Background: an optimization exercise with open tools, aiming at small area, a short achievable clock period and few clock cycles per item. Do not read the settings as production practice.
The RTL was checked by simulation tests, not by an equivalence proof against the original design.

<file path="flow/run.sh">
#!/bin/bash
# synth_recipe.tcl (not shown) runs the flow's synth.tcl, then flattens the netlist and writes it again
# the make line also repeats each setting of config.mk as NAME=value (left out here)
make -C /OpenROAD-flow-scripts/flow DESIGN_CONFIG=/design/flow/config.mk WORK_HOME=/design/flow/orfs CLKGATE_MAP_FILE= SYNTH_SCRIPT=/design/flow/synth_recipe.tcl finish
</file>
<file path="flow/design.v">
module wcsg_csr
(
   input  logic        clock,
   input  logic        reset,
   input  logic        csr_psel,
   input  logic        csr_penable,
   input  logic        csr_pwrite,
   input  logic [4:0]  csr_paddr,
   input  logic [31:0] csr_pwdata,
   output logic [31:0] csr_prdata,
   output logic        csr_pready,
   output logic [7:0]  pattern_speed,
   output logic [7:0]  fade_speed,
   output logic        fade_synced,
   output logic [7:0]  brightness_scale,
   output logic [1:0]  timing_mode,
   output logic [1:0]  inside_mode,
   output logic [7:0]  own_address,
   output logic [7:0]  node_count
);
   localparam logic [2:0] REG_PATTERN_SPEED = 3'd0;
   localparam logic [2:0] REG_FADE_SPEED    = 3'd1;
   localparam logic [2:0] REG_FADE_SYNCED   = 3'd2;
   localparam logic [2:0] REG_BRIGHTNESS    = 3'd3;
   localparam logic [2:0] REG_TIMING_MODE   = 3'd4;
   localparam logic [2:0] REG_INSIDE_MODE   = 3'd5;
   localparam logic [2:0] REG_OWN_ADDRESS   = 3'd6;
   localparam logic [2:0] REG_NODE_COUNT    = 3'd7;
   logic [2:0] index;
   logic       write;
   assign index = csr_paddr[4:2];
   assign write = csr_psel & csr_penable & csr_pwrite;
   assign csr_pready = 1'b1;
   always_comb begin
      case (index)
         REG_PATTERN_SPEED: csr_prdata = {24'd0, pattern_speed};
         REG_FADE_SPEED:    csr_prdata = {24'd0, fade_speed};
         REG_FADE_SYNCED:   csr_prdata = {31'd0, fade_synced};
         REG_BRIGHTNESS:    csr_prdata = {24'd0, brightness_scale};
         REG_TIMING_MODE:   csr_prdata = {30'd0, timing_mode};
         REG_INSIDE_MODE:   csr_prdata = {30'd0, inside_mode};
         REG_OWN_ADDRESS:   csr_prdata = {24'd0, own_address};
         default:           csr_prdata = {24'd0, node_count};
      endcase
   end
   always_ff @(posedge clock) begin
      if (reset) begin
         pattern_speed    <= 8'd42;
         fade_speed       <= 8'd0;
         fade_synced      <= 1'b0;
         brightness_scale <= 8'd255;
         timing_mode      <= 2'd0;
         inside_mode      <= 2'd0;
         own_address      <= 8'd0;
         node_count       <= 8'd1;
      end else if (write) begin
         case (index)
            REG_PATTERN_SPEED: pattern_speed    <= csr_pwdata[7:0];
            REG_FADE_SPEED:    fade_speed       <= csr_pwdata[7:0];
            REG_FADE_SYNCED:   fade_synced      <= csr_pwdata[0];
            REG_BRIGHTNESS:    brightness_scale <= csr_pwdata[7:0];
            REG_TIMING_MODE:   timing_mode      <= csr_pwdata[1:0];
            REG_INSIDE_MODE:   inside_mode      <= csr_pwdata[1:0];
            REG_OWN_ADDRESS:   own_address      <= csr_pwdata[7:0];
            default:           node_count       <= csr_pwdata[7:0];
         endcase
      end
   end
endmodule
module wcsg_div_stage
(
   input  logic        clock,
   input  logic        reset,
   input  logic        en,
   input  logic        valid_in,
   input  logic [31:0] num_w_in,
   input  logic [31:0] num_f_in,
   input  logic [7:0]  rem_w_in,
   input  logic [7:0]  rem_f_in,
   input  logic [7:0]  q_w_in,
   input  logic [8:0]  q_f_in,
   input  logic [7:0]  ps,
   input  logic [7:0]  fs,
   output logic        valid_out,
   output logic [31:0] num_w_out,
   output logic [31:0] num_f_out,
   output logic [7:0]  rem_w_out,
   output logic [7:0]  rem_f_out,
   output logic [7:0]  q_w_out,
   output logic [8:0]  q_f_out
);
   localparam int DIV_STEPS   = 8;
   localparam int WHEEL_STEPS = 256;
   localparam int FADE_STEPS  = 314;
   logic [31:0] num_w, num_f;
   logic [7:0]  rem_w, rem_f;
   logic [7:0]  q_w;
   logic [8:0]  q_f;
   logic [8:0]  rw;
   logic [8:0]  rf;
   logic [8:0]  qw;
   logic [9:0]  qf;
   logic        bit_w;
   logic        bit_f;
   logic        valid_ff;
   always_comb begin
      num_w = num_w_in;
      num_f = num_f_in;
      rem_w = rem_w_in;
      rem_f = rem_f_in;
      q_w   = q_w_in;
      q_f   = q_f_in;
      rw = 9'd0;
      rf = 9'd0;
      qw = 9'd0;
      qf = 10'd0;
      bit_w = 1'b0;
      bit_f = 1'b0;
      for (int s = 0; s < DIV_STEPS; s++) begin
         rw = {rem_w, num_w[31]};
         bit_w = (rw >= {1'b0, ps});
         if (bit_w) rw = rw - {1'b0, ps};
         rem_w = rw[7:0];
         num_w = {num_w[30:0], 1'b0};
         qw = {q_w, bit_w};
         if (qw >= 9'(WHEEL_STEPS)) qw = qw - 9'(WHEEL_STEPS);
         q_w = qw[7:0];
         rf = {rem_f, num_f[31]};
         bit_f = (rf >= {1'b0, fs});
         if (bit_f) rf = rf - {1'b0, fs};
         rem_f = rf[7:0];
         num_f = {num_f[30:0], 1'b0};
         qf = {q_f, bit_f};
         if (qf >= 10'(FADE_STEPS)) qf = qf - 10'(FADE_STEPS);
         q_f = qf[8:0];
      end
   end
   always_ff @(posedge clock) begin
      if (reset) begin
         valid_ff <= 1'b0;
      end else if (en) begin
         valid_ff <= valid_in;
      end
   end
   always_ff @(posedge clock) begin
      if (en) begin
         num_w_out <= num_w;
         num_f_out <= num_f;
         rem_w_out <= rem_w;
         rem_f_out <= rem_f;
         q_w_out   <= q_w;
         q_f_out   <= q_f;
      end
   end
   assign valid_out = valid_ff;
endmodule
module wcsg_fade_rom
(
   input  logic [8:0] idx,
   output logic [16:0] value
);
   always_comb begin
      case (idx)
         9'd0: value = 17'd65536;
         9'd1: value = 17'd65530;
         9'd2: value = 17'd65515;
         9'd3: value = 17'd65488;
         9'd4: value = 17'd65452;
         9'd5: value = 17'd65405;
         9'd6: value = 17'd65347;
         9'd7: value = 17'd65279;
         9'd8: value = 17'd65201;
         9'd9: value = 17'd65112;
         9'd10: value = 17'd65013;
         9'd11: value = 17'd64904;
         9'd12: value = 17'd64784;
         9'd13: value = 17'd64654;
         9'd14: value = 17'd64515;
         9'd15: value = 17'd64365;
         9'd16: value = 17'd64205;
         9'd17: value = 17'd64035;
         9'd18: value = 17'd63855;
         9'd19: value = 17'd63665;
         9'd20: value = 17'd63466;
         9'd21: value = 17'd63257;
         9'd22: value = 17'd63039;
         9'd23: value = 17'd62811;
         9'd24: value = 17'd62573;
         9'd25: value = 17'd62326;
         9'd26: value = 17'd62070;
         9'd27: value = 17'd61805;
         9'd28: value = 17'd61531;
         9'd29: value = 17'd61248;
         9'd30: value = 17'd60957;
         9'd31: value = 17'd60656;
         9'd32: value = 17'd60348;
         9'd33: value = 17'd60030;
         9'd34: value = 17'd59705;
         9'd35: value = 17'd59371;
         9'd36: value = 17'd59029;
         9'd37: value = 17'd58680;
         9'd38: value = 17'd58322;
         9'd39: value = 17'd57957;
         9'd40: value = 17'd57585;
         9'd41: value = 17'd57205;
         9'd42: value = 17'd56818;
         9'd43: value = 17'd56424;
         9'd44: value = 17'd56024;
         9'd45: value = 17'd55616;
         9'd46: value = 17'd55202;
         9'd47: value = 17'd54782;
         9'd48: value = 17'd54356;
         9'd49: value = 17'd53923;
         9'd50: value = 17'd53485;
         9'd51: value = 17'd53041;
         9'd52: value = 17'd52591;
         9'd53: value = 17'd52137;
         9'd54: value = 17'd51677;
         9'd55: value = 17'd51212;
         9'd56: value = 17'd50742;
         9'd57: value = 17'd50268;
         9'd58: value = 17'd49790;
         9'd59: value = 17'd49307;
         9'd60: value = 17'd48820;
         9'd61: value = 17'd48330;
         9'd62: value = 17'd47835;
         9'd63: value = 17'd47338;
         9'd64: value = 17'd46837;
         9'd65: value = 17'd46333;
         9'd66: value = 17'd45827;
         9'd67: value = 17'd45318;
         9'd68: value = 17'd44806;
         9'd69: value = 17'd44292;
         9'd70: value = 17'd43777;
         9'd71: value = 17'd43259;
         9'd72: value = 17'd42740;
         9'd73: value = 17'd42220;
         9'd74: value = 17'd41698;
         9'd75: value = 17'd41175;
         9'd76: value = 17'd40652;
         9'd77: value = 17'd40128;
         9'd78: value = 17'd39604;
         9'd79: value = 17'd39080;
         9'd80: value = 17'd38556;
         9'd81: value = 17'd38032;
         9'd82: value = 17'd37508;
         9'd83: value = 17'd36986;
         9'd84: value = 17'd36464;
         9'd85: value = 17'd35944;
         9'd86: value = 17'd35424;
         9'd87: value = 17'd34907;
         9'd88: value = 17'd34391;
         9'd89: value = 17'd33877;
         9'd90: value = 17'd33365;
         9'd91: value = 17'd32856;
         9'd92: value = 17'd32349;
         9'd93: value = 17'd31845;
         9'd94: value = 17'd31344;
         9'd95: value = 17'd30846;
         9'd96: value = 17'd30352;
         9'd97: value = 17'd29861;
         9'd98: value = 17'd29374;
         9'd99: value = 17'd28891;
         9'd100: value = 17'd28412;
         9'd101: value = 17'd27938;
         9'd102: value = 17'd27468;
         9'd103: value = 17'd27002;
         9'd104: value = 17'd26542;
         9'd105: value = 17'd26087;
         9'd106: value = 17'd25637;
         9'd107: value = 17'd25193;
         9'd108: value = 17'd24754;
         9'd109: value = 17'd24321;
         9'd110: value = 17'd23894;
         9'd111: value = 17'd23473;
         9'd112: value = 17'd23059;
         9'd113: value = 17'd22651;
         9'd114: value = 17'd22250;
         9'd115: value = 17'd21855;
         9'd116: value = 17'd21468;
         9'd117: value = 17'd21087;
         9'd118: value = 17'd20714;
         9'd119: value = 17'd20349;
         9'd120: value = 17'd19991;
         9'd121: value = 17'd19641;
         9'd122: value = 17'd19298;
         9'd123: value = 17'd18964;
         9'd124: value = 17'd18638;
         9'd125: value = 17'd18320;
         9'd126: value = 17'd18010;
         9'd127: value = 17'd17709;
         9'd128: value = 17'd17417;
         9'd129: value = 17'd17133;
         9'd130: value = 17'd16858;
         9'd131: value = 17'd16593;
         9'd132: value = 17'd16336;
         9'd133: value = 17'd16088;
         9'd134: value = 17'd15850;
         9'd135: value = 17'd15621;
         9'd136: value = 17'd15402;
         9'd137: value = 17'd15192;
         9'd138: value = 17'd14992;
         9'd139: value = 17'd14802;
         9'd140: value = 17'd14621;
         9'd141: value = 17'd14451;
         9'd142: value = 17'd14290;
         9'd143: value = 17'd14139;
         9'd144: value = 17'd13999;
         9'd145: value = 17'd13868;
         9'd146: value = 17'd13748;
         9'd147: value = 17'd13638;
         9'd148: value = 17'd13538;
         9'd149: value = 17'd13448;
         9'd150: value = 17'd13369;
         9'd151: value = 17'd13300;
         9'd152: value = 17'd13242;
         9'd153: value = 17'd13194;
         9'd154: value = 17'd13156;
         9'd155: value = 17'd13129;
         9'd156: value = 17'd13113;
         9'd157: value = 17'd13107;
         9'd158: value = 17'd13111;
         9'd159: value = 17'd13126;
         9'd160: value = 17'd13151;
         9'd161: value = 17'd13187;
         9'd162: value = 17'd13234;
         9'd163: value = 17'd13290;
         9'd164: value = 17'd13357;
         9'd165: value = 17'd13435;
         9'd166: value = 17'd13523;
         9'd167: value = 17'd13621;
         9'd168: value = 17'd13729;
         9'd169: value = 17'd13848;
         9'd170: value = 17'd13977;
         9'd171: value = 17'd14116;
         9'd172: value = 17'd14265;
         9'd173: value = 17'd14424;
         9'd174: value = 17'd14593;
         9'd175: value = 17'd14772;
         9'd176: value = 17'd14961;
         9'd177: value = 17'd15160;
         9'd178: value = 17'd15368;
         9'd179: value = 17'd15586;
         9'd180: value = 17'd15813;
         9'd181: value = 17'd16050;
         9'd182: value = 17'd16296;
         9'd183: value = 17'd16551;
         9'd184: value = 17'd16815;
         9'd185: value = 17'd17089;
         9'd186: value = 17'd17371;
         9'd187: value = 17'd17662;
         9'd188: value = 17'd17962;
         9'd189: value = 17'd18270;
         9'd190: value = 17'd18586;
         9'd191: value = 17'd18911;
         9'd192: value = 17'd19244;
         9'd193: value = 17'd19585;
         9'd194: value = 17'd19934;
         9'd195: value = 17'd20291;
         9'd196: value = 17'd20656;
         9'd197: value = 17'd21027;
         9'd198: value = 17'd21407;
         9'd199: value = 17'd21793;
         9'd200: value = 17'd22186;
         9'd201: value = 17'd22586;
         9'd202: value = 17'd22993;
         9'd203: value = 17'd23407;
         9'd204: value = 17'd23826;
         9'd205: value = 17'd24252;
         9'd206: value = 17'd24684;
         9'd207: value = 17'd25122;
         9'd208: value = 17'd25566;
         9'd209: value = 17'd26015;
         9'd210: value = 17'd26469;
         9'd211: value = 17'd26929;
         9'd212: value = 17'd27393;
         9'd213: value = 17'd27862;
         9'd214: value = 17'd28336;
         9'd215: value = 17'd28814;
         9'd216: value = 17'd29297;
         9'd217: value = 17'd29783;
         9'd218: value = 17'd30273;
         9'd219: value = 17'd30767;
         9'd220: value = 17'd31265;
         9'd221: value = 17'd31765;
         9'd222: value = 17'd32269;
         9'd223: value = 17'd32775;
         9'd224: value = 17'd33284;
         9'd225: value = 17'd33795;
         9'd226: value = 17'd34309;
         9'd227: value = 17'd34824;
         9'd228: value = 17'd35342;
         9'd229: value = 17'd35861;
         9'd230: value = 17'd36381;
         9'd231: value = 17'd36903;
         9'd232: value = 17'd37425;
         9'd233: value = 17'd37948;
         9'd234: value = 17'd38472;
         9'd235: value = 17'd38996;
         9'd236: value = 17'd39521;
         9'd237: value = 17'd40045;
         9'd238: value = 17'd40569;
         9'd239: value = 17'd41092;
         9'd240: value = 17'd41615;
         9'd241: value = 17'd42137;
         9'd242: value = 17'd42657;
         9'd243: value = 17'd43177;
         9'd244: value = 17'd43694;
         9'd245: value = 17'd44210;
         9'd246: value = 17'd44724;
         9'd247: value = 17'd45236;
         9'd248: value = 17'd45746;
         9'd249: value = 17'd46253;
         9'd250: value = 17'd46757;
         9'd251: value = 17'd47258;
         9'd252: value = 17'd47756;
         9'd253: value = 17'd48251;
         9'd254: value = 17'd48742;
         9'd255: value = 17'd49230;
         9'd256: value = 17'd49713;
         9'd257: value = 17'd50192;
         9'd258: value = 17'd50667;
         9'd259: value = 17'd51137;
         9'd260: value = 17'd51603;
         9'd261: value = 17'd52064;
         9'd262: value = 17'd52519;
         9'd263: value = 17'd52970;
         9'd264: value = 17'd53414;
         9'd265: value = 17'd53854;
         9'd266: value = 17'd54287;
         9'd267: value = 17'd54715;
         9'd268: value = 17'd55136;
         9'd269: value = 17'd55551;
         9'd270: value = 17'd55959;
         9'd271: value = 17'd56361;
         9'd272: value = 17'd56756;
         9'd273: value = 17'd57144;
         9'd274: value = 17'd57525;
         9'd275: value = 17'd57898;
         9'd276: value = 17'd58265;
         9'd277: value = 17'd58623;
         9'd278: value = 17'd58974;
         9'd279: value = 17'd59317;
         9'd280: value = 17'd59652;
         9'd281: value = 17'd59979;
         9'd282: value = 17'd60298;
         9'd283: value = 17'd60608;
         9'd284: value = 17'd60910;
         9'd285: value = 17'd61203;
         9'd286: value = 17'd61487;
         9'd287: value = 17'd61762;
         9'd288: value = 17'd62029;
         9'd289: value = 17'd62286;
         9'd290: value = 17'd62534;
         9'd291: value = 17'd62773;
         9'd292: value = 17'd63003;
         9'd293: value = 17'd63223;
         9'd294: value = 17'd63434;
         9'd295: value = 17'd63634;
         9'd296: value = 17'd63826;
         9'd297: value = 17'd64007;
         9'd298: value = 17'd64178;
         9'd299: value = 17'd64340;
         9'd300: value = 17'd64491;
         9'd301: value = 17'd64633;
         9'd302: value = 17'd64764;
         9'd303: value = 17'd64885;
         9'd304: value = 17'd64996;
         9'd305: value = 17'd65097;
         9'd306: value = 17'd65187;
         9'd307: value = 17'd65267;
         9'd308: value = 17'd65337;
         9'd309: value = 17'd65396;
         9'd310: value = 17'd65445;
         9'd311: value = 17'd65483;
         9'd312: value = 17'd65511;
         9'd313: value = 17'd65528;
         default: value = 17'd0;
      endcase
   end
endmodule
module wcsg_scale_rom
(
   input  logic [7:0] idx,
   output logic [16:0] value
);
   always_comb begin
      case (idx)
         8'd0: value = 17'd13107;
         8'd1: value = 17'd13303;
         8'd2: value = 17'd13500;
         8'd3: value = 17'd13697;
         8'd4: value = 17'd13893;
         8'd5: value = 17'd14090;
         8'd6: value = 17'd14286;
         8'd7: value = 17'd14483;
         8'd8: value = 17'd14745;
         8'd9: value = 17'd14942;
         8'd10: value = 17'd15138;
         8'd11: value = 17'd15335;
         8'd12: value = 17'd15532;
         8'd13: value = 17'd15728;
         8'd14: value = 17'd15925;
         8'd15: value = 17'd16187;
         8'd16: value = 17'd16384;
         8'd17: value = 17'd16580;
         8'd18: value = 17'd16777;
         8'd19: value = 17'd16973;
         8'd20: value = 17'd17170;
         8'd21: value = 17'd17367;
         8'd22: value = 17'd17629;
         8'd23: value = 17'd17825;
         8'd24: value = 17'd18022;
         8'd25: value = 17'd18219;
         8'd26: value = 17'd18415;
         8'd27: value = 17'd18612;
         8'd28: value = 17'd18808;
         8'd29: value = 17'd19005;
         8'd30: value = 17'd19267;
         8'd31: value = 17'd19464;
         8'd32: value = 17'd19660;
         8'd33: value = 17'd19857;
         8'd34: value = 17'd20054;
         8'd35: value = 17'd20250;
         8'd36: value = 17'd20447;
         8'd37: value = 17'd20709;
         8'd38: value = 17'd20905;
         8'd39: value = 17'd21102;
         8'd40: value = 17'd21299;
         8'd41: value = 17'd21495;
         8'd42: value = 17'd21692;
         8'd43: value = 17'd21889;
         8'd44: value = 17'd22151;
         8'd45: value = 17'd22347;
         8'd46: value = 17'd22544;
         8'd47: value = 17'd22740;
         8'd48: value = 17'd22937;
         8'd49: value = 17'd23134;
         8'd50: value = 17'd23330;
         8'd51: value = 17'd23592;
         8'd52: value = 17'd23789;
         8'd53: value = 17'd23986;
         8'd54: value = 17'd24182;
         8'd55: value = 17'd24379;
         8'd56: value = 17'd24576;
         8'd57: value = 17'd24772;
         8'd58: value = 17'd24969;
         8'd59: value = 17'd25231;
         8'd60: value = 17'd25427;
         8'd61: value = 17'd25624;
         8'd62: value = 17'd25821;
         8'd63: value = 17'd26017;
         8'd64: value = 17'd26214;
         8'd65: value = 17'd26411;
         8'd66: value = 17'd26673;
         8'd67: value = 17'd26869;
         8'd68: value = 17'd27066;
         8'd69: value = 17'd27262;
         8'd70: value = 17'd27459;
         8'd71: value = 17'd27656;
         8'd72: value = 17'd27852;
         8'd73: value = 17'd28114;
         8'd74: value = 17'd28311;
         8'd75: value = 17'd28508;
         8'd76: value = 17'd28704;
         8'd77: value = 17'd28901;
         8'd78: value = 17'd29097;
         8'd79: value = 17'd29294;
         8'd80: value = 17'd29491;
         8'd81: value = 17'd29753;
         8'd82: value = 17'd29949;
         8'd83: value = 17'd30146;
         8'd84: value = 17'd30343;
         8'd85: value = 17'd30539;
         8'd86: value = 17'd30736;
         8'd87: value = 17'd30932;
         8'd88: value = 17'd31195;
         8'd89: value = 17'd31391;
         8'd90: value = 17'd31588;
         8'd91: value = 17'd31784;
         8'd92: value = 17'd31981;
         8'd93: value = 17'd32178;
         8'd94: value = 17'd32374;
         8'd95: value = 17'd32636;
         8'd96: value = 17'd32833;
         8'd97: value = 17'd33030;
         8'd98: value = 17'd33226;
         8'd99: value = 17'd33423;
         8'd100: value = 17'd33619;
         8'd101: value = 17'd33816;
         8'd102: value = 17'd34078;
         8'd103: value = 17'd34275;
         8'd104: value = 17'd34471;
         8'd105: value = 17'd34668;
         8'd106: value = 17'd34865;
         8'd107: value = 17'd35061;
         8'd108: value = 17'd35258;
         8'd109: value = 17'd35454;
         8'd110: value = 17'd35717;
         8'd111: value = 17'd35913;
         8'd112: value = 17'd36110;
         8'd113: value = 17'd36306;
         8'd114: value = 17'd36503;
         8'd115: value = 17'd36700;
         8'd116: value = 17'd36896;
         8'd117: value = 17'd37158;
         8'd118: value = 17'd37355;
         8'd119: value = 17'd37552;
         8'd120: value = 17'd37748;
         8'd121: value = 17'd37945;
         8'd122: value = 17'd38141;
         8'd123: value = 17'd38338;
         8'd124: value = 17'd38600;
         8'd125: value = 17'd38797;
         8'd126: value = 17'd38993;
         8'd127: value = 17'd39190;
         8'd128: value = 17'd39387;
         8'd129: value = 17'd39583;
         8'd130: value = 17'd39780;
         8'd131: value = 17'd39976;
         8'd132: value = 17'd40239;
         8'd133: value = 17'd40435;
         8'd134: value = 17'd40632;
         8'd135: value = 17'd40828;
         8'd136: value = 17'd41025;
         8'd137: value = 17'd41222;
         8'd138: value = 17'd41418;
         8'd139: value = 17'd41680;
         8'd140: value = 17'd41877;
         8'd141: value = 17'd42074;
         8'd142: value = 17'd42270;
         8'd143: value = 17'd42467;
         8'd144: value = 17'd42663;
         8'd145: value = 17'd42860;
         8'd146: value = 17'd43122;
         8'd147: value = 17'd43319;
         8'd148: value = 17'd43515;
         8'd149: value = 17'd43712;
         8'd150: value = 17'd43909;
         8'd151: value = 17'd44105;
         8'd152: value = 17'd44302;
         8'd153: value = 17'd44564;
         8'd154: value = 17'd44761;
         8'd155: value = 17'd44957;
         8'd156: value = 17'd45154;
         8'd157: value = 17'd45350;
         8'd158: value = 17'd45547;
         8'd159: value = 17'd45744;
         8'd160: value = 17'd45940;
         8'd161: value = 17'd46202;
         8'd162: value = 17'd46399;
         8'd163: value = 17'd46596;
         8'd164: value = 17'd46792;
         8'd165: value = 17'd46989;
         8'd166: value = 17'd47185;
         8'd167: value = 17'd47382;
         8'd168: value = 17'd47644;
         8'd169: value = 17'd47841;
         8'd170: value = 17'd48037;
         8'd171: value = 17'd48234;
         8'd172: value = 17'd48431;
         8'd173: value = 17'd48627;
         8'd174: value = 17'd48824;
         8'd175: value = 17'd49086;
         8'd176: value = 17'd49283;
         8'd177: value = 17'd49479;
         8'd178: value = 17'd49676;
         8'd179: value = 17'd49872;
         8'd180: value = 17'd50069;
         8'd181: value = 17'd50266;
         8'd182: value = 17'd50462;
         8'd183: value = 17'd50724;
         8'd184: value = 17'd50921;
         8'd185: value = 17'd51118;
         8'd186: value = 17'd51314;
         8'd187: value = 17'd51511;
         8'd188: value = 17'd51707;
         8'd189: value = 17'd51904;
         8'd190: value = 17'd52166;
         8'd191: value = 17'd52363;
         8'd192: value = 17'd52559;
         8'd193: value = 17'd52756;
         8'd194: value = 17'd52953;
         8'd195: value = 17'd53149;
         8'd196: value = 17'd53346;
         8'd197: value = 17'd53608;
         8'd198: value = 17'd53805;
         8'd199: value = 17'd54001;
         8'd200: value = 17'd54198;
         8'd201: value = 17'd54394;
         8'd202: value = 17'd54591;
         8'd203: value = 17'd54788;
         8'd204: value = 17'd55050;
         8'd205: value = 17'd55246;
         8'd206: value = 17'd55443;
         8'd207: value = 17'd55640;
         8'd208: value = 17'd55836;
         8'd209: value = 17'd56033;
         8'd210: value = 17'd56229;
         8'd211: value = 17'd56426;
         8'd212: value = 17'd56688;
         8'd213: value = 17'd56885;
         8'd214: value = 17'd57081;
         8'd215: value = 17'd57278;
         8'd216: value = 17'd57475;
         8'd217: value = 17'd57671;
         8'd218: value = 17'd57868;
         8'd219: value = 17'd58130;
         8'd220: value = 17'd58327;
         8'd221: value = 17'd58523;
         8'd222: value = 17'd58720;
         8'd223: value = 17'd58916;
         8'd224: value = 17'd59113;
         8'd225: value = 17'd59310;
         8'd226: value = 17'd59572;
         8'd227: value = 17'd59768;
         8'd228: value = 17'd59965;
         8'd229: value = 17'd60162;
         8'd230: value = 17'd60358;
         8'd231: value = 17'd60555;
         8'd232: value = 17'd60751;
         8'd233: value = 17'd60948;
         8'd234: value = 17'd61210;
         8'd235: value = 17'd61407;
         8'd236: value = 17'd61603;
         8'd237: value = 17'd61800;
         8'd238: value = 17'd61997;
         8'd239: value = 17'd62193;
         8'd240: value = 17'd62390;
         8'd241: value = 17'd62652;
         8'd242: value = 17'd62849;
         8'd243: value = 17'd63045;
         8'd244: value = 17'd63242;
         8'd245: value = 17'd63438;
         8'd246: value = 17'd63635;
         8'd247: value = 17'd63832;
         8'd248: value = 17'd64094;
         8'd249: value = 17'd64290;
         8'd250: value = 17'd64487;
         8'd251: value = 17'd64684;
         8'd252: value = 17'd64880;
         8'd253: value = 17'd65077;
         8'd254: value = 17'd65273;
         8'd255: value = 17'd65536;
      endcase
   end
endmodule
module wcsg_step_rom
(
   input  logic [7:0] idx,
   output logic [8:0] value
);
   always_comb begin
      case (idx)
         8'd0: value = 9'd256;
         8'd1: value = 9'd256;
         8'd2: value = 9'd128;
         8'd3: value = 9'd85;
         8'd4: value = 9'd64;
         8'd5: value = 9'd51;
         8'd6: value = 9'd42;
         8'd7: value = 9'd36;
         8'd8: value = 9'd32;
         8'd9: value = 9'd28;
         8'd10: value = 9'd25;
         8'd11: value = 9'd23;
         8'd12: value = 9'd21;
         8'd13: value = 9'd19;
         8'd14: value = 9'd18;
         8'd15: value = 9'd17;
         8'd16: value = 9'd16;
         8'd17: value = 9'd15;
         8'd18: value = 9'd14;
         8'd19: value = 9'd13;
         8'd20: value = 9'd12;
         8'd21: value = 9'd12;
         8'd22: value = 9'd11;
         8'd23: value = 9'd11;
         8'd24: value = 9'd10;
         8'd25: value = 9'd10;
         8'd26: value = 9'd9;
         8'd27: value = 9'd9;
         8'd28: value = 9'd9;
         8'd29: value = 9'd8;
         8'd30: value = 9'd8;
         8'd31: value = 9'd8;
         8'd32: value = 9'd8;
         8'd33: value = 9'd7;
         8'd34: value = 9'd7;
         8'd35: value = 9'd7;
         8'd36: value = 9'd7;
         8'd37: value = 9'd6;
         8'd38: value = 9'd6;
         8'd39: value = 9'd6;
         8'd40: value = 9'd6;
         8'd41: value = 9'd6;
         8'd42: value = 9'd6;
         8'd43: value = 9'd5;
         8'd44: value = 9'd5;
         8'd45: value = 9'd5;
         8'd46: value = 9'd5;
         8'd47: value = 9'd5;
         8'd48: value = 9'd5;
         8'd49: value = 9'd5;
         8'd50: value = 9'd5;
         8'd51: value = 9'd5;
         8'd52: value = 9'd4;
         8'd53: value = 9'd4;
         8'd54: value = 9'd4;
         8'd55: value = 9'd4;
         8'd56: value = 9'd4;
         8'd57: value = 9'd4;
         8'd58: value = 9'd4;
         8'd59: value = 9'd4;
         8'd60: value = 9'd4;
         8'd61: value = 9'd4;
         8'd62: value = 9'd4;
         8'd63: value = 9'd4;
         8'd64: value = 9'd4;
         8'd65: value = 9'd3;
         8'd66: value = 9'd3;
         8'd67: value = 9'd3;
         8'd68: value = 9'd3;
         8'd69: value = 9'd3;
         8'd70: value = 9'd3;
         8'd71: value = 9'd3;
         8'd72: value = 9'd3;
         8'd73: value = 9'd3;
         8'd74: value = 9'd3;
         8'd75: value = 9'd3;
         8'd76: value = 9'd3;
         8'd77: value = 9'd3;
         8'd78: value = 9'd3;
         8'd79: value = 9'd3;
         8'd80: value = 9'd3;
         8'd81: value = 9'd3;
         8'd82: value = 9'd3;
         8'd83: value = 9'd3;
         8'd84: value = 9'd3;
         8'd85: value = 9'd3;
         8'd86: value = 9'd2;
         8'd87: value = 9'd2;
         8'd88: value = 9'd2;
         8'd89: value = 9'd2;
         8'd90: value = 9'd2;
         8'd91: value = 9'd2;
         8'd92: value = 9'd2;
         8'd93: value = 9'd2;
         8'd94: value = 9'd2;
         8'd95: value = 9'd2;
         8'd96: value = 9'd2;
         8'd97: value = 9'd2;
         8'd98: value = 9'd2;
         8'd99: value = 9'd2;
         8'd100: value = 9'd2;
         8'd101: value = 9'd2;
         8'd102: value = 9'd2;
         8'd103: value = 9'd2;
         8'd104: value = 9'd2;
         8'd105: value = 9'd2;
         8'd106: value = 9'd2;
         8'd107: value = 9'd2;
         8'd108: value = 9'd2;
         8'd109: value = 9'd2;
         8'd110: value = 9'd2;
         8'd111: value = 9'd2;
         8'd112: value = 9'd2;
         8'd113: value = 9'd2;
         8'd114: value = 9'd2;
         8'd115: value = 9'd2;
         8'd116: value = 9'd2;
         8'd117: value = 9'd2;
         8'd118: value = 9'd2;
         8'd119: value = 9'd2;
         8'd120: value = 9'd2;
         8'd121: value = 9'd2;
         8'd122: value = 9'd2;
         8'd123: value = 9'd2;
         8'd124: value = 9'd2;
         8'd125: value = 9'd2;
         8'd126: value = 9'd2;
         8'd127: value = 9'd2;
         8'd128: value = 9'd2;
         8'd129: value = 9'd1;
         8'd130: value = 9'd1;
         8'd131: value = 9'd1;
         8'd132: value = 9'd1;
         8'd133: value = 9'd1;
         8'd134: value = 9'd1;
         8'd135: value = 9'd1;
         8'd136: value = 9'd1;
         8'd137: value = 9'd1;
         8'd138: value = 9'd1;
         8'd139: value = 9'd1;
         8'd140: value = 9'd1;
         8'd141: value = 9'd1;
         8'd142: value = 9'd1;
         8'd143: value = 9'd1;
         8'd144: value = 9'd1;
         8'd145: value = 9'd1;
         8'd146: value = 9'd1;
         8'd147: value = 9'd1;
         8'd148: value = 9'd1;
         8'd149: value = 9'd1;
         8'd150: value = 9'd1;
         8'd151: value = 9'd1;
         8'd152: value = 9'd1;
         8'd153: value = 9'd1;
         8'd154: value = 9'd1;
         8'd155: value = 9'd1;
         8'd156: value = 9'd1;
         8'd157: value = 9'd1;
         8'd158: value = 9'd1;
         8'd159: value = 9'd1;
         8'd160: value = 9'd1;
         8'd161: value = 9'd1;
         8'd162: value = 9'd1;
         8'd163: value = 9'd1;
         8'd164: value = 9'd1;
         8'd165: value = 9'd1;
         8'd166: value = 9'd1;
         8'd167: value = 9'd1;
         8'd168: value = 9'd1;
         8'd169: value = 9'd1;
         8'd170: value = 9'd1;
         8'd171: value = 9'd1;
         8'd172: value = 9'd1;
         8'd173: value = 9'd1;
         8'd174: value = 9'd1;
         8'd175: value = 9'd1;
         8'd176: value = 9'd1;
         8'd177: value = 9'd1;
         8'd178: value = 9'd1;
         8'd179: value = 9'd1;
         8'd180: value = 9'd1;
         8'd181: value = 9'd1;
         8'd182: value = 9'd1;
         8'd183: value = 9'd1;
         8'd184: value = 9'd1;
         8'd185: value = 9'd1;
         8'd186: value = 9'd1;
         8'd187: value = 9'd1;
         8'd188: value = 9'd1;
         8'd189: value = 9'd1;
         8'd190: value = 9'd1;
         8'd191: value = 9'd1;
         8'd192: value = 9'd1;
         8'd193: value = 9'd1;
         8'd194: value = 9'd1;
         8'd195: value = 9'd1;
         8'd196: value = 9'd1;
         8'd197: value = 9'd1;
         8'd198: value = 9'd1;
         8'd199: value = 9'd1;
         8'd200: value = 9'd1;
         8'd201: value = 9'd1;
         8'd202: value = 9'd1;
         8'd203: value = 9'd1;
         8'd204: value = 9'd1;
         8'd205: value = 9'd1;
         8'd206: value = 9'd1;
         8'd207: value = 9'd1;
         8'd208: value = 9'd1;
         8'd209: value = 9'd1;
         8'd210: value = 9'd1;
         8'd211: value = 9'd1;
         8'd212: value = 9'd1;
         8'd213: value = 9'd1;
         8'd214: value = 9'd1;
         8'd215: value = 9'd1;
         8'd216: value = 9'd1;
         8'd217: value = 9'd1;
         8'd218: value = 9'd1;
         8'd219: value = 9'd1;
         8'd220: value = 9'd1;
         8'd221: value = 9'd1;
         8'd222: value = 9'd1;
         8'd223: value = 9'd1;
         8'd224: value = 9'd1;
         8'd225: value = 9'd1;
         8'd226: value = 9'd1;
         8'd227: value = 9'd1;
         8'd228: value = 9'd1;
         8'd229: value = 9'd1;
         8'd230: value = 9'd1;
         8'd231: value = 9'd1;
         8'd232: value = 9'd1;
         8'd233: value = 9'd1;
         8'd234: value = 9'd1;
         8'd235: value = 9'd1;
         8'd236: value = 9'd1;
         8'd237: value = 9'd1;
         8'd238: value = 9'd1;
         8'd239: value = 9'd1;
         8'd240: value = 9'd1;
         8'd241: value = 9'd1;
         8'd242: value = 9'd1;
         8'd243: value = 9'd1;
         8'd244: value = 9'd1;
         8'd245: value = 9'd1;
         8'd246: value = 9'd1;
         8'd247: value = 9'd1;
         8'd248: value = 9'd1;
         8'd249: value = 9'd1;
         8'd250: value = 9'd1;
         8'd251: value = 9'd1;
         8'd252: value = 9'd1;
         8'd253: value = 9'd1;
         8'd254: value = 9'd1;
         8'd255: value = 9'd1;
      endcase
   end
endmodule
module wcsg_serializer
(
   input  logic        clock,
   input  logic        reset,
   input  logic [1:0]  inside_mode,
   input  logic        item_valid,
   input  logic [7:0]  item_base,
   input  logic [16:0] item_bright,
   output logic        item_ready,
   output logic        rsp_tvalid,
   input  logic        rsp_tready,
   output logic [31:0] rsp_tdata,    
   output logic        rsp_tlast     
);
   localparam int LED_COUNT    = 6;
   localparam int RAINBOW_COLS = 6;
   localparam int LAST_LED     = LED_COUNT - 1;
   localparam int IDX_W        = 3;
   localparam int HALF_GROUP   = 3;
   localparam int GCNT_W       = 2;
   localparam logic [7:0] STEP_HALF  = 8'd128;
   localparam logic [7:0] STEP_SIXTH = 8'd42;
   localparam logic [1:0] STRIPE_SOLID   = 2'd0;
   localparam logic [1:0] STRIPE_CANDY   = 2'd1;
   localparam logic [1:0] STRIPE_HALF    = 2'd2;
   localparam logic [1:0] STRIPE_RAINBOW = 2'd3;
   logic              busy_ff, busy_in;
   logic [IDX_W-1:0]  idx_ff, idx_in;
   logic [2:0]        col_ff, col_in;
   logic [1:0]        grp_ff, grp_in;
   logic [GCNT_W-1:0] gcnt_ff, gcnt_in;
   logic [7:0]        base_ff, base_in;
   logic [16:0]       bright_ff, bright_in;
   logic              rsp_valid_ff, rsp_valid_in;
   logic [2:0]        led_ff, led_in;
   logic [7:0]        red_ff, red_in;
   logic [7:0]        green_ff, green_in;
   logic [7:0]        blue_ff, blue_in;
   logic              last_ff, last_in;
   logic        load;
   logic        emit;
   logic        at_last;
   logic [7:0]  led_off;
   logic [7:0]  pos;
   logic [8:0]  pos_sum;
   logic [7:0]  wr, wg, wb;
   logic [7:0]  q;
   logic [24:0] pr, pg, pb;
   assign load    = !rsp_valid_ff || rsp_tready;
   assign emit    = busy_ff && load;
   assign at_last = (idx_ff == IDX_W'(LAST_LED));
   assign item_ready = !busy_ff || (load && at_last);
   always_comb begin
      case (inside_mode)
         STRIPE_CANDY:   led_off = idx_ff[0] ? STEP_HALF : 8'd0;
         STRIPE_HALF:    led_off = 8'(STEP_HALF * grp_ff);
         STRIPE_RAINBOW: led_off = 8'(STEP_SIXTH * col_ff);
         default:        led_off = 8'd0;
      endcase
      pos_sum = {1'b0, base_ff} + {1'b0, led_off};
      pos = pos_sum[7:0];
   end
   always_comb begin
      q = 8'd0;
      if (pos < 8'd85) begin
         wr = 8'(pos * 3);
         wg = 8'd255 - 8'(pos * 3);
         wb = 8'd0;
      end else if (pos < 8'd170) begin
         q = pos - 8'd85;
         wr = 8'd255 - 8'(q * 3);
         wg = 8'd0;
         wb = 8'(q * 3);
      end else begin
         q = pos - 8'd170;
         wr = 8'd0;
         wg = 8'(q * 3);
         wb = 8'd255 - 8'(q * 3);
      end
      pr = 25'(wr) * 25'(bright_ff);
      pg = 25'(wg) * 25'(bright_ff);
      pb = 25'(wb) * 25'(bright_ff);
   end
   always_comb begin
      busy_in   = busy_ff;
      idx_in    = idx_ff;
      col_in    = col_ff;
      grp_in    = grp_ff;
      gcnt_in   = gcnt_ff;
      base_in   = base_ff;
      bright_in = bright_ff;
      if (item_ready) begin
         busy_in   = item_valid;
         idx_in    = '0;
         col_in    = 3'd0;
         grp_in    = 2'd0;
         gcnt_in   = '0;
         base_in   = item_base;
         bright_in = item_bright;
      end else if (emit) begin
         idx_in = idx_ff + 1'b1;
         col_in = (col_ff == 3'(RAINBOW_COLS - 1)) ? 3'd0 : col_ff + 3'd1;
         if (gcnt_ff == GCNT_W'(HALF_GROUP - 1)) begin
            gcnt_in = '0;
            grp_in = grp_ff + 2'd1;
         end else begin
            gcnt_in = gcnt_ff + 1'b1;
         end
      end
   end
   always_comb begin
      rsp_valid_in = rsp_valid_ff;
      led_in   = led_ff;
      red_in   = red_ff;
      green_in = green_ff;
      blue_in  = blue_ff;
      last_in  = last_ff;
      if (emit) begin
         rsp_valid_in = 1'b1;
         led_in   = 3'(idx_ff);
         red_in   = pr[23:16];
         green_in = pg[23:16];
         blue_in  = pb[23:16];
         last_in  = at_last;
      end else if (load) begin
         rsp_valid_in = 1'b0;
      end
   end
   always_ff @(posedge clock) begin
      if (reset) begin
         busy_ff      <= 1'b0;
         rsp_valid_ff <= 1'b0;
         idx_ff       <= '0;
         col_ff       <= 3'd0;
         grp_ff       <= 2'd0;
         gcnt_ff      <= '0;
      end else begin
         busy_ff      <= busy_in;
         rsp_valid_ff <= rsp_valid_in;
         idx_ff       <= idx_in;
         col_ff       <= col_in;
         grp_ff       <= grp_in;
         gcnt_ff      <= gcnt_in;
      end
   end
   always_ff @(posedge clock) begin
      base_ff   <= base_in;
      bright_ff <= bright_in;
      led_ff    <= led_in;
      red_ff    <= red_in;
      green_ff  <= green_in;
      blue_ff   <= blue_in;
      last_ff   <= last_in;
   end
   assign rsp_tvalid = rsp_valid_ff;
   assign rsp_tdata  = {5'd0, blue_ff, green_ff, red_ff, led_ff};
   assign rsp_tlast  = last_ff;
endmodule
module wheel_color_strip_generator_top
(
   input  logic        clock,
   input  logic        reset,
   input  logic        req_tvalid,
   output logic        req_tready,
   input  logic [63:0] req_tdata,    
   output logic        rsp_tvalid,
   input  logic        rsp_tready,
   output logic [31:0] rsp_tdata,    
   output logic        rsp_tlast,    
   input  logic        csr_psel,
   input  logic        csr_penable,
   input  logic        csr_pwrite,
   input  logic [4:0]  csr_paddr,
   input  logic [31:0] csr_pwdata,
   output logic [31:0] csr_prdata,
   output logic        csr_pready
);
   localparam int DIV_STAGES = 4;
   localparam logic [1:0] TIMING_SYNCED    = 2'd0;
   localparam logic [1:0] TIMING_STAGGERED = 2'd1;
   localparam logic [1:0] TIMING_LOCAL     = 2'd2;
   localparam logic [1:0] TIMING_ALTERNATE = 2'd3;
   localparam logic [16:0] BRIGHT_ONE = 17'd65536;
   logic [7:0] pattern_speed;
   logic [7:0] fade_speed;
   logic       fade_synced;
   logic [7:0] brightness_scale;
   logic [1:0] timing_mode;
   logic [1:0] inside_mode;
   logic [7:0] own_address;
   logic [7:0] node_count;
   logic       en;
   logic       ser_ready;
   logic [7:0] ps_eff;
   logic [7:0] fs_eff;
   logic [32*(DIV_STAGES+1)-1:0] num_w_bus, num_f_bus;
   logic [8*(DIV_STAGES+1)-1:0]  rem_w_bus, rem_f_bus, q_w_bus;
   logic [9*(DIV_STAGES+1)-1:0]  q_f_bus;
   logic [DIV_STAGES:0]          v_bus;
   logic [7:0]                   q_w_last;
   logic [8:0]                   q_f_last;
   logic        rom_valid_ff;
   logic [16:0] fade_ff, fade_in, fade_rom_value;
   logic [16:0] scale_ff, scale_in;
   logic [7:0]  base_ff, base_in;
   logic        bright_valid_ff;
   logic [16:0] bright_ff, bright_in;
   logic [7:0]  base2_ff;
   logic [7:0]  offset;
   logic [8:0]  step_val;
   logic [15:0] stag_prod;
   logic [8:0]  base_sum;
   logic [33:0] bright_prod;
   wcsg_csr u_csr (
      .clock            (clock),
      .reset            (reset),
      .csr_psel         (csr_psel),
      .csr_penable      (csr_penable),
      .csr_pwrite       (csr_pwrite),
      .csr_paddr        (csr_paddr),
      .csr_pwdata       (csr_pwdata),
      .csr_prdata       (csr_prdata),
      .csr_pready       (csr_pready),
      .pattern_speed    (pattern_speed),
      .fade_speed       (fade_speed),
      .fade_synced      (fade_synced),
      .brightness_scale (brightness_scale),
      .timing_mode      (timing_mode),
      .inside_mode      (inside_mode),
      .own_address      (own_address),
      .node_count       (node_count)
   );
   assign en = !bright_valid_ff || ser_ready;
   assign req_tready = en;
   assign ps_eff = (pattern_speed == 8'd0) ? 8'd1 : pattern_speed;
   assign fs_eff = (fade_speed == 8'd0) ? 8'd1 : fade_speed;
   assign num_w_bus[31:0] = (timing_mode == TIMING_LOCAL) ? req_tdata[31:0] : req_tdata[63:32];
   assign num_f_bus[31:0] = fade_synced ? req_tdata[63:32] : req_tdata[31:0];
   assign rem_w_bus[7:0]  = 8'd0;
   assign rem_f_bus[7:0]  = 8'd0;
   assign q_w_bus[7:0]    = 8'd0;
   assign q_f_bus[8:0]    = 9'd0;
   assign v_bus[0]        = req_tvalid;
   for (genvar g = 0; g < DIV_STAGES; g++) begin : g_div
      wcsg_div_stage u_div (
         .clock     (clock),
         .reset     (reset),
         .en        (en),
         .valid_in  (v_bus[g]),
         .num_w_in  (num_w_bus[32*g +: 32]),
         .num_f_in  (num_f_bus[32*g +: 32]),
         .rem_w_in  (rem_w_bus[8*g +: 8]),
         .rem_f_in  (rem_f_bus[8*g +: 8]),
         .q_w_in    (q_w_bus[8*g +: 8]),
         .q_f_in    (q_f_bus[9*g +: 9]),
         .ps        (ps_eff),
         .fs        (fs_eff),
         .valid_out (v_bus[g+1]),
         .num_w_out (num_w_bus[32*(g+1) +: 32]),
         .num_f_out (num_f_bus[32*(g+1) +: 32]),
         .rem_w_out (rem_w_bus[8*(g+1) +: 8]),
         .rem_f_out (rem_f_bus[8*(g+1) +: 8]),
         .q_w_out   (q_w_bus[8*(g+1) +: 8]),
         .q_f_out   (q_f_bus[9*(g+1) +: 9])
      );
   end
   assign q_w_last = q_w_bus[8*DIV_STAGES +: 8];
   assign q_f_last = q_f_bus[9*DIV_STAGES +: 9];
   wcsg_step_rom u_step_rom (
      .idx   (node_count),
      .value (step_val)
   );
   wcsg_fade_rom u_fade_rom (
      .idx   (q_f_last),
      .value (fade_rom_value)
   );
   wcsg_scale_rom u_scale_rom (
      .idx   (brightness_scale),
      .value (scale_in)
   );
   always_comb begin
      stag_prod = own_address * step_val[7:0];
      case (timing_mode)
         TIMING_STAGGERED: offset = stag_prod[7:0];
         TIMING_ALTERNATE: offset = own_address[0] ? 8'd0 : 8'd128;
         default:          offset = 8'd0;
      endcase
      base_sum = {1'b0, q_w_last} + {1'b0, offset};
      base_in  = base_sum[7:0];
      fade_in  = (fade_speed == 8'd0) ? BRIGHT_ONE : fade_rom_value;
   end
   assign bright_prod = 34'(fade_ff) * 34'(scale_ff);
   assign bright_in   = bright_prod[32:16];
   always_ff @(posedge clock) begin
      if (reset) begin
         rom_valid_ff    <= 1'b0;
         bright_valid_ff <= 1'b0;
      end else if (en) begin
         rom_valid_ff    <= v_bus[DIV_STAGES];
         bright_valid_ff <= rom_valid_ff;
      end
   end
   always_ff @(posedge clock) begin
      if (en) begin
         fade_ff   <= fade_in;
         scale_ff  <= scale_in;
         base_ff   <= base_in;
         bright_ff <= bright_in;
         base2_ff  <= base_ff;
      end
   end
   wcsg_serializer u_ser (
      .clock       (clock),
      .reset       (reset),
      .inside_mode (inside_mode),
      .item_valid  (bright_valid_ff),
      .item_base   (base2_ff),
      .item_bright (bright_ff),
      .item_ready  (ser_ready),
      .rsp_tvalid  (rsp_tvalid),
      .rsp_tready  (rsp_tready),
      .rsp_tdata   (rsp_tdata),
      .rsp_tlast   (rsp_tlast)
   );
endmodule
</file>
<file path="flow/config.mk">
export PLATFORM = sky130hd
export DESIGN_NAME = wheel_color_strip_generator_top
export DESIGN_NICKNAME = wheel_color_strip_generator_top
export VERILOG_FILES = /design/flow/design.v
export SDC_FILE = /design/flow/constraint.sdc
export NUM_CORES = 4
export LEC_CHECK = 0
export CAP_MARGIN = 20
export CORE_MARGIN = 2
export CORE_UTILIZATION = 40
export SLEW_MARGIN = 20
export SYNTH_MEMORY_MAX_BITS = 16384
</file>
<file path="flow/constraint.sdc">
create_clock -name core_clock -period 22.0 [get_ports {clock}]
set_input_delay 4.4000 -clock core_clock [delete_from_list [all_inputs] [get_ports {clock}]]
set_output_delay 4.4000 -clock core_clock [all_outputs]
set_load 0.01 [all_outputs]
</file>
==> results.txt <==
## final timing paths
path                                start                            to  depth (start not counted)
max                         req_tdata[31]   g_div[0].u_div.rem_f_out[7]                         95
min reg2reg  g_div[0].u_div.num_w_out[18]  g_div[1].u_div.num_w_out[26]                          0
max reg2reg        u_csr.pattern_speed[2]   g_div[2].u_div.rem_w_out[3]                        102
min          g_div[0].u_div.num_w_out[18]  g_div[1].u_div.num_w_out[26]                          0
## layer usage
layer	up-vias	GRT usage, %	part of all wire [%]
li1	32880	-	-
met4	10	8.973	4.1
met3	452	2.916	5.7
met2	2095	39.31	47
met5	-	0	0.025
met1	33590	30.93	44
## sequential cells by signal, summed over array words and instances, names as in the netlist, 17 cells and up
| name | flops |
|---|---|
| g_div.u_div.num_f_out | 48 |
| g_div.u_div.num_w_out | 48 |
| g_div.u_div.q_f_out | 35 |
| g_div.u_div.rem_f_out | 24 |
| g_div.u_div.rem_w_out | 24 |
| bright_ff | 17 |
| fade_ff | 17 |
| scale_ff | 17 |
| u_ser.bright_ff | 17 |
## what timing repair did
| action | CTS | global route |
|---|---|---|
| setup buffers | 0 | 17 |
| resized for setup | 0 | 58 |
| setup endpoints to repair | 0 | 55 |
## logic make-up (layout without fill, tap and decap cells)
kind of cell,after synthesis,after routing,share of synthesized area [%]
simple gates,2817,2819,17.46
compound gates,2493,2493,20.96
fa+ha+maj,1444,1444,29.07
buf+inv,1391,1311,7.005
xor+xnor,521,521,5.989
mux,385,385,5.647
flops,377,377,13.86
other cells,2,30,0.009801
## cell usage after synthesis (160+ instances only)
library cell,number
and2_1,305
ha_1,881
fa_1,561
mux2_2,200
a21oi_1,720
inv_1,890
nor2_1,610
nor2b_1,160
xnor2_1,382
edfxtp_1,307
nand2_1,1014
mux2i_1,165
clkbuf_1,364
a21o_1,219
o21ai_0,621
## metrics by stage
step	setup slack, ns	hold WS [ns]	TNS [ns]
2_1_floorplan	0.5610	0.4003	0
3_3_place_gp	-0.02712	0.4006	-0.07134
3_5_place_dp	-0.1033	0.4045	-0.2909
4_1_cts	0.1552	0.4124	0
5_1_grt	-0.04600	0.4194	-0.09855
6_report	1.275	0.4126	0
## layout make-up
| cell class | instances | area, µm² | area share, % |
|---|---|---|---|
| clock buffer | 67 | 1394 | 1.688 |
| timing repair buffer | 315 | 2670 | 3.233 |
| inverter | 902 | 3393 | 4.108 |
| clock inverter | 27 | 339.1 | 0.4105 |
| sequential | 377 | 10640 | 12.88 |
| multi-input combinational | 7692 | 61020 | 73.88 |
| tap | 2511 | 3142 | 3.804 |
==> flow_summary_export.csv <==
group,metric,value,unit
floorplan,die-width,441.7,µm
floorplan,io_pins,176,
setup_path,startpoint_type,"input pin",
floorplan,core_area,190200,µm²
setup_path,path_common_cell,"a21o_1",
cells_and_area,diodes,0,
sta,setup_viol,0,
placement,place_area,80520,µm²
clock_network,cts_hold_buf,0,
clock_network,cts_tree,"yes",
clock_network,clockRootBuffer,"clkbuf_16",
routing,via_count,69020,
setup_path,cp_top_family,"compound AO/OA/AOI/OAI gates",
global_routing,antenna_found_initial,6,
clock_network,cts_buffers,50,
synth,netlist_area,76620,µm²
routing,wl,235.9,mm
cells_and_area,drive_gt1_share,7.058,%
setup_path,path_max_fanout,14,
routing,drc,0,
setup_path,crit_slowest_cell,"clkdlybuf4s50_1",
cells_and_area,fin_cells,11890,
sta,finalHoldViolCount,0,
global_routing,grt.total_usage,23.52,%
sta,min_period,20.72,ns
routing,drt-initial-drc-count,5647,
cells_and_area,fillers,18830,
placement,hpwl,175.8,mm
synth,yosys_most_used_dff,"edfxtp_1",
global_routing,grt_max_degree,148,
global_routing,grt_overflow,0,
setup_path,critPathBufInv,12,
floorplan,start_util,40.29,%
placement,numPlacedInstances,11780,
synth,syn_inst,9430,
routing,dr.pass1.iters,8,
setup_path,worstSetupPathType,"input pin to flip-flop",
synth,synth-edff-count,307,
cells_and_area,layout_commonest_cell,"nand2_1",
worst_hold_path,hold_path.class,"flip-flop to flip-flop",
setup_path,cp-end-kind,"flip-flop",
sta,relSlewSlack,23.67,%
clock_network,clk_pin_slew,0.07,ns
synth,synth_top_area_share,14.66,%
floorplan,die_area,195100,µm²
synth,yosys_warnings,7,
flow_run,drv_cap,0,
synth,yosys.area.top_type,"fa_1",
cells_and_area,final_cell_mix,"1008 x nand2_1, 883 x inv_1, 880 x ha_1",
floorplan,fp-row-count,160,
placement,routabilityCongestion,0.9912,
synth,async_flop_share,0,%
setup_path,cpPeakStageDelay,0.49,ns
cells_and_area,stdcell_area,82600,µm²
clock_network,clock_path_buffers,3,
sta,max_slew.worst_pin.slew,1.141,ns
floorplan,die_y,441.7,µm
setup_path,critical_path_required,22.44,ns
cells_and_area,final_core_util,43.43,%
sta,skew,0.06789,ns
routing,vias_per_cell,5.804,
clock_network,clock-sinks,377,
cells_and_area,area_growth,7.792,%
placement,port_buffers,119,
synth,synth_cell_types,122,
cells_and_area,final_net_count,10890,
sta,fmax,48.25,MHz
run_status,status,"complete, no violations",
setup_path,arrival,21.17,ns
synth,synth.ff_latch_count,377,
routing,avgRoutedWirePerCell,19.84,µm
global_routing,grt_pass1_vias,67740,
setup_path,r2r_slack,1.59,ns
sta,drv_slew,0,
global_routing,grt_pass1_wl,374.8,mm
clock_network,htreeDepth,2,
routing,ant_nets,0,
synth,ys_top_cells_by_area,"fa_1 15%, ha_1 14%, edfxtp_1 12%",
synth,seq_area_frac_synth,13.86,%
synth,synth_area_per_cell,8.126,µm²
clock_network,clk_latency,0.70,ns
sta,finalCritPeriodShare,94.20,%
Testbench counts, summed over its fixed seeds: cycles 18,944, items 3,072.

[port drivers added, routing unchanged]
In the flow no input, the clock included, has a driving cell. The finished layout below was timed again as built, in two steps. Step 1 assumes that a clkbuf_16 drives the clock port and a buf_2 every other input. Step 2 moves the port delays by t, midway between the first and last clock arrival at a register: inputs arrive t later, outputs are due t later. That takes back most of the time a late clock gives input paths. a / b / c = ideal ports / drivers / drivers and shift; a / b = the first two.
shift t [ns]: 0.746
setup slack, ns: 1.275 / 1.233 / 0.487
slew at the worst register clock pin (ns): 0.07 / 0.07
After both steps setup and hold are still met in this run. The setup slack of this run moves by -0.042 ns with the drivers and by -0.788 ns with both steps.
